Context: an optimization exercise on an open-source flow, tuned for small area, a short achievable clock period and few clock cycles per item. The choices shown serve that exercise and are no tape-out recipe.
At most, simulation tests tie the RTL to the original design; equivalence was not proved.
No driver is modelled on the clock port, so clocking that relies on it looks cheaper here than on a real chip.

Setup of oak:
==> module sp_octet_tiled, before the edit <==
module sp_octet_tiled
#(
   parameter int NUM_TG = 2,
   parameter int DW     = sp_octet_pkg::DW_DEF,
   parameter int KW     = 8
)
(
   input  logic                   clk,
   input  logic                   rstn,
   input  logic                   start,
   input  logic [KW-1:0]          k_steps,
   output logic                   busy,
   input  logic                   c_valid,
   output logic                   c_ready,
   input  logic [NUM_TG*4*DW-1:0] c_data,
   input  logic                   ab_valid,
   output logic                   ab_ready,
   input  logic [NUM_TG*4*DW-1:0] a_data,
   input  logic [NUM_TG*8-1:0]    idx_data,
   input  logic [8*DW-1:0]        b_data,
   output logic                   out_valid,
   input  logic                   out_ready,
   output logic [NUM_TG*4*DW-1:0] out_data
);
   logic          cur_v, cur_first, nxt_v;
   logic [KW-1:0] cur_rem, nxt_k, k_eff;
   logic          cur_last;
   logic          st_acc, ab_hs, out_hs;
   logic          x_v, x_first, x_last;
   logic          y_fin;        
   logic          drain;        
   logic          c_seen;       
   logic          cur_v_n, cur_first_n, nxt_v_n;
   logic [KW-1:0] cur_rem_n, nxt_k_n;
   logic          x_v_n, x_first_n, x_last_n, y_fin_n, c_seen_n, out_valid_n;
   logic          c_ready_n, ab_ready_n, out_block_n, c_ok_n, cur_last_n;
   assign k_eff    = (k_steps == '0) ? KW'(1) : k_steps;
   assign cur_last = (cur_rem == KW'(1));
   assign busy     = nxt_v;
   assign st_acc   = start & ~nxt_v;
   assign ab_hs    = ab_valid & ab_ready;
   assign out_hs   = out_valid & out_ready;
   assign drain    = y_fin & (~out_valid | out_ready);
   always_comb begin
      cur_v_n     = cur_v;
      cur_first_n = cur_first;
      cur_rem_n   = cur_rem;
      nxt_v_n     = nxt_v;
      nxt_k_n     = nxt_k;
      if (!cur_v || (ab_hs && cur_last)) begin
         if (nxt_v) begin
            cur_v_n     = 1'b1;
            cur_first_n = 1'b1;
            cur_rem_n   = nxt_k;
            nxt_v_n     = 1'b0;
         end else if (start) begin
            cur_v_n     = 1'b1;
            cur_first_n = 1'b1;
            cur_rem_n   = k_eff;
         end else begin
            cur_v_n     = 1'b0;
         end
      end else begin
         if (ab_hs) begin
            cur_first_n = 1'b0;
            cur_rem_n   = cur_rem - KW'(1);
         end
         if (st_acc) begin
            nxt_v_n = 1'b1;
            nxt_k_n = k_eff;
         end
      end
      cur_last_n = (cur_rem_n == KW'(1));
      x_v_n     = ab_hs;
      x_first_n = cur_first & ab_hs;
      x_last_n  = cur_last;
      y_fin_n   = (x_v && x_last) ? 1'b1 : drain ? 1'b0 : y_fin;
      c_ready_n = x_v_n & x_first_n;
      c_seen_n  = c_valid & ~c_ready;
      c_ok_n    = c_seen_n & ~c_ready_n;
      out_valid_n = drain ? 1'b1 : out_hs ? 1'b0 : out_valid;
      out_block_n = (y_fin_n & out_valid_n) | (x_v_n & x_last_n & (out_valid_n | y_fin_n));
      ab_ready_n  = cur_v_n & (~cur_first_n | c_ok_n) & ~out_block_n;
   end
   always_ff @(posedge clk) begin
      if (!rstn) begin
         cur_v     <= 1'b0;
         cur_first <= 1'b0;
         cur_rem   <= '0;
         nxt_v     <= 1'b0;
         nxt_k     <= '0;
         x_v       <= 1'b0;
         x_first   <= 1'b0;
         x_last    <= 1'b0;
         y_fin     <= 1'b0;
         c_seen    <= 1'b0;
         out_valid <= 1'b0;
         c_ready   <= 1'b0;
         ab_ready  <= 1'b0;
      end else begin
         cur_v     <= cur_v_n;
         cur_first <= cur_first_n;
         cur_rem   <= cur_rem_n;
         nxt_v     <= nxt_v_n;
         nxt_k     <= nxt_k_n;
         x_v       <= x_v_n;
         x_first   <= x_first_n;
         x_last    <= x_last_n;
         y_fin     <= y_fin_n;
         c_seen    <= c_seen_n;
         out_valid <= out_valid_n;
         c_ready   <= c_ready_n;
         ab_ready  <= ab_ready_n;
      end
   end
   logic [8*24-1:0]        enc_in, xenc;
   logic [16*DW-1:0]       bsel_in, xbsel;
   logic [8*DW-1:0]        y0, y1, r0, r1, res;
   for (genvar w = 0; w < 8; w++) begin : g_enc
      logic [16:0] wx;
      assign wx = {a_data[w*DW +: DW], 1'b0};
      for (genvar j = 0; j < 8; j++) begin : g_dig
         logic x2, x1, x0;
         assign x2 = wx[2*j+2];
         assign x1 = wx[2*j+1];
         assign x0 = wx[2*j];
         assign enc_in[24*w+3*j] = x1 ^ x0;
         assign enc_in[24*w+3*j+1] = (x2 & ~x1 & ~x0) | (~x2 & x1 & x0);
         assign enc_in[24*w+3*j+2] = x2;
      end
   end
   for (genvar q = 0; q < 8; q++) begin : g_sel
      for (genvar c = 0; c < 2; c++) begin : g_col
         logic [1:0] i;
         assign i = idx_data[2*q +: 2];
         assign bsel_in[(2*q+c)*DW +: DW] = b_data[(4*c + i)*DW +: DW];
      end
   end
   for (genvar d = 0; d < 8*8; d++) begin : g_xenc
      always_ff @(posedge clk) begin
         xenc[3*d]   <= ab_hs & enc_in[3*d];
         xenc[3*d+1] <= ab_hs & enc_in[3*d+1];
         xenc[3*d+2] <= enc_in[3*d+2];
      end
   end
   always_ff @(posedge clk) begin
      xbsel <= bsel_in;
   end
   logic [8*DW-1:0] fb0, fb1;
   assign fb0 = x_first ? c_data : y0;
   assign fb1 = x_first ? '0 : y1;
   for (genvar t = 0; t < NUM_TG; t++) begin : g_tg
      for (genvar r = 0; r < 2; r++) begin : g_row
         for (genvar c = 0; c < 2; c++) begin : g_col
            localparam int L = 4*t + 2*r + c;
            localparam int Q = 4*t + 2*r;
            sp_tg_lane u_lane (
               .enc0 (xenc[24*Q +: 24]),
               .enc1 (xenc[24*(Q+1) +: 24]),
               .b0   (xbsel[(2*Q + c)*DW +: DW]),
               .b1   (xbsel[(2*(Q+1) + c)*DW +: DW]),
               .fb0  (fb0[L*DW +: DW]),
               .fb1  (fb1[L*DW +: DW]),
               .row0 (r0[L*DW +: DW]),
               .row1 (r1[L*DW +: DW])
            );
         end
      end
   end
   always_ff @(posedge clk) begin
      y0 <= r0;
      y1 <= r1;
   end
   for (genvar l = 0; l < 8; l++) begin : g_res
      always_ff @(posedge clk) begin
         if (drain) res[l*DW +: DW] <= y0[l*DW +: DW] + y1[l*DW +: DW];
      end
   end
   assign out_data = res;
endmodule
==> flow/config.mk <==
export PLATFORM = sky130hd
export DESIGN_NAME = sp_octet_tiled
export DESIGN_NICKNAME = sp_octet_tiled
export VERILOG_FILES = /design/flow/design.v
export SDC_FILE = /design/flow/constraint.sdc
export NUM_CORES = 4
export LEC_CHECK = 0
export CAP_MARGIN = 20
export CORE_MARGIN = 2
export CORE_UTILIZATION = 60
export SLEW_MARGIN = 20
export SYNTH_HIERARCHICAL = 1
export SYNTH_MINIMUM_KEEP_SIZE = 0
==> flow/constraint.sdc <==
create_clock -name core_clock -period 12.0 [get_ports {clk}]
set_input_delay 2.4000 -clock core_clock [delete_from_list [all_inputs] [get_ports {clk}]]
set_output_delay 2.4000 -clock core_clock [all_outputs]
set_load 0.01 [all_outputs]
standard.sh (not shown) runs the stock make flow with config.mk's settings and CLKGATE_MAP_FILE= SYNTH_SCRIPT=/design/flow/synth_recipe.tcl, a recipe that flattens the netlist after the stock synthesis.
==> flow/flow/run.sh <==
#!/bin/bash
# The standard layout (standard.sh: its synthesis, steps and constraints unchanged) with
# settings of how the layout is made, read from flow/settings.txt:
#   MARGIN: SETUP_SLACK_MARGIN, the setup slack ORFS's timing repair aims for at the design's
#     clock period, so it keeps improving the critical paths past what 12 ns needs.
#   PORT_BUF: the buffer cell that buffer_ports puts on every input and output port.
#   CTS_ARGS: the arguments of clock_tree_synthesis.
# Each tool's full output is in ORFS's log folder (orfs/logs/...); make's own output is kept in
# make.log here.
set -euo pipefail
source flow/settings.txt
bash standard.sh SETUP_SLACK_MARGIN="$MARGIN" BUFFER_PORTS_ARGS="-buffer_cell $PORT_BUF" \
   CTS_ARGS="$CTS_ARGS" finish > make.log 2>&1
==> flow/flow/settings.txt <==
MARGIN=8
PORT_BUF=sky130_fd_sc_hd__buf_1
CTS_ARGS="-sink_clustering_enable -repair_clock_nets -dont_use_dummy_load"
> inputs changed (oak -> pine)
-- flow/design.v --
<<< oak, line 397
      end
   end
   for (genvar d = 0; d < 8*8; d++) begin : g_xenc
      always_ff @(posedge clk) begin
         xenc[3*d]   <= ab_hs & enc_in[3*d];
         xenc[3*d+1] <= ab_hs & enc_in[3*d+1];
         xenc[3*d+2] <= enc_in[3*d+2];
      end
   end
   always_ff @(posedge clk) begin
      xbsel <= bsel_in;
   end
>>> pine, line 397
      end
   end
   always_ff @(posedge clk) begin
      xenc  <= ab_hs ? enc_in : '0;
      xbsel <= bsel_in;
   end
### Flow results
Count of plain and timing-repair buffers shrinks slightly when moving from oak to pine. pine reports its cell with the largest stage delay on the worst path as fa_2 while oak reports fa_1. Diff oak -> pine | count of standard-cell rows | up slightly. | combined flip-flop and latch cell area | oak vs pine | ≈ equal |. | number of cells in the finished layout apart from fillers | lower: pine |. Between oak and pine, the flow reports wire length increasing by a few percent.
Testbench counts of pine, summed over its fixed seeds: cycles 4,491, tiles 512.
Function not checked in oak: the RTL went through the layout flow alone.

[what the ideal ports hide]
How much do the figures lean on ideal ports? The routed layouts below were timed once more, with nothing changed but the port constraints. Step 1, drivers: a clkbuf_16 drives clk and a buf_2 each remaining input, both assumed. Step 2 moves the port delays by t, midway between the first and last clock arrival at a register: inputs arrive t later, outputs are due t later. That takes back most of the time a late clock gives input paths. Slacks: no drivers / after step 1 / after step 2; pairs: no drivers / after step 1.
run | t, ns | setup slack, ns | clock arrival spread, ns | slew at the worst register clock pin (ns)
oak | 0.802 | 7.990 / 7.992 / 7.257 | 0.059 / 0.059 | 0.07 / 0.07
pine | 0.800 | 7.995 / 7.995 / 7.273 | 0.056 / 0.056 | 0.07 / 0.07
After both steps setup and hold are still met in every run listed. For oak, which loses most, drivers alone change the setup slack by +0.002 ns; drivers and shift together by -0.733 ns.
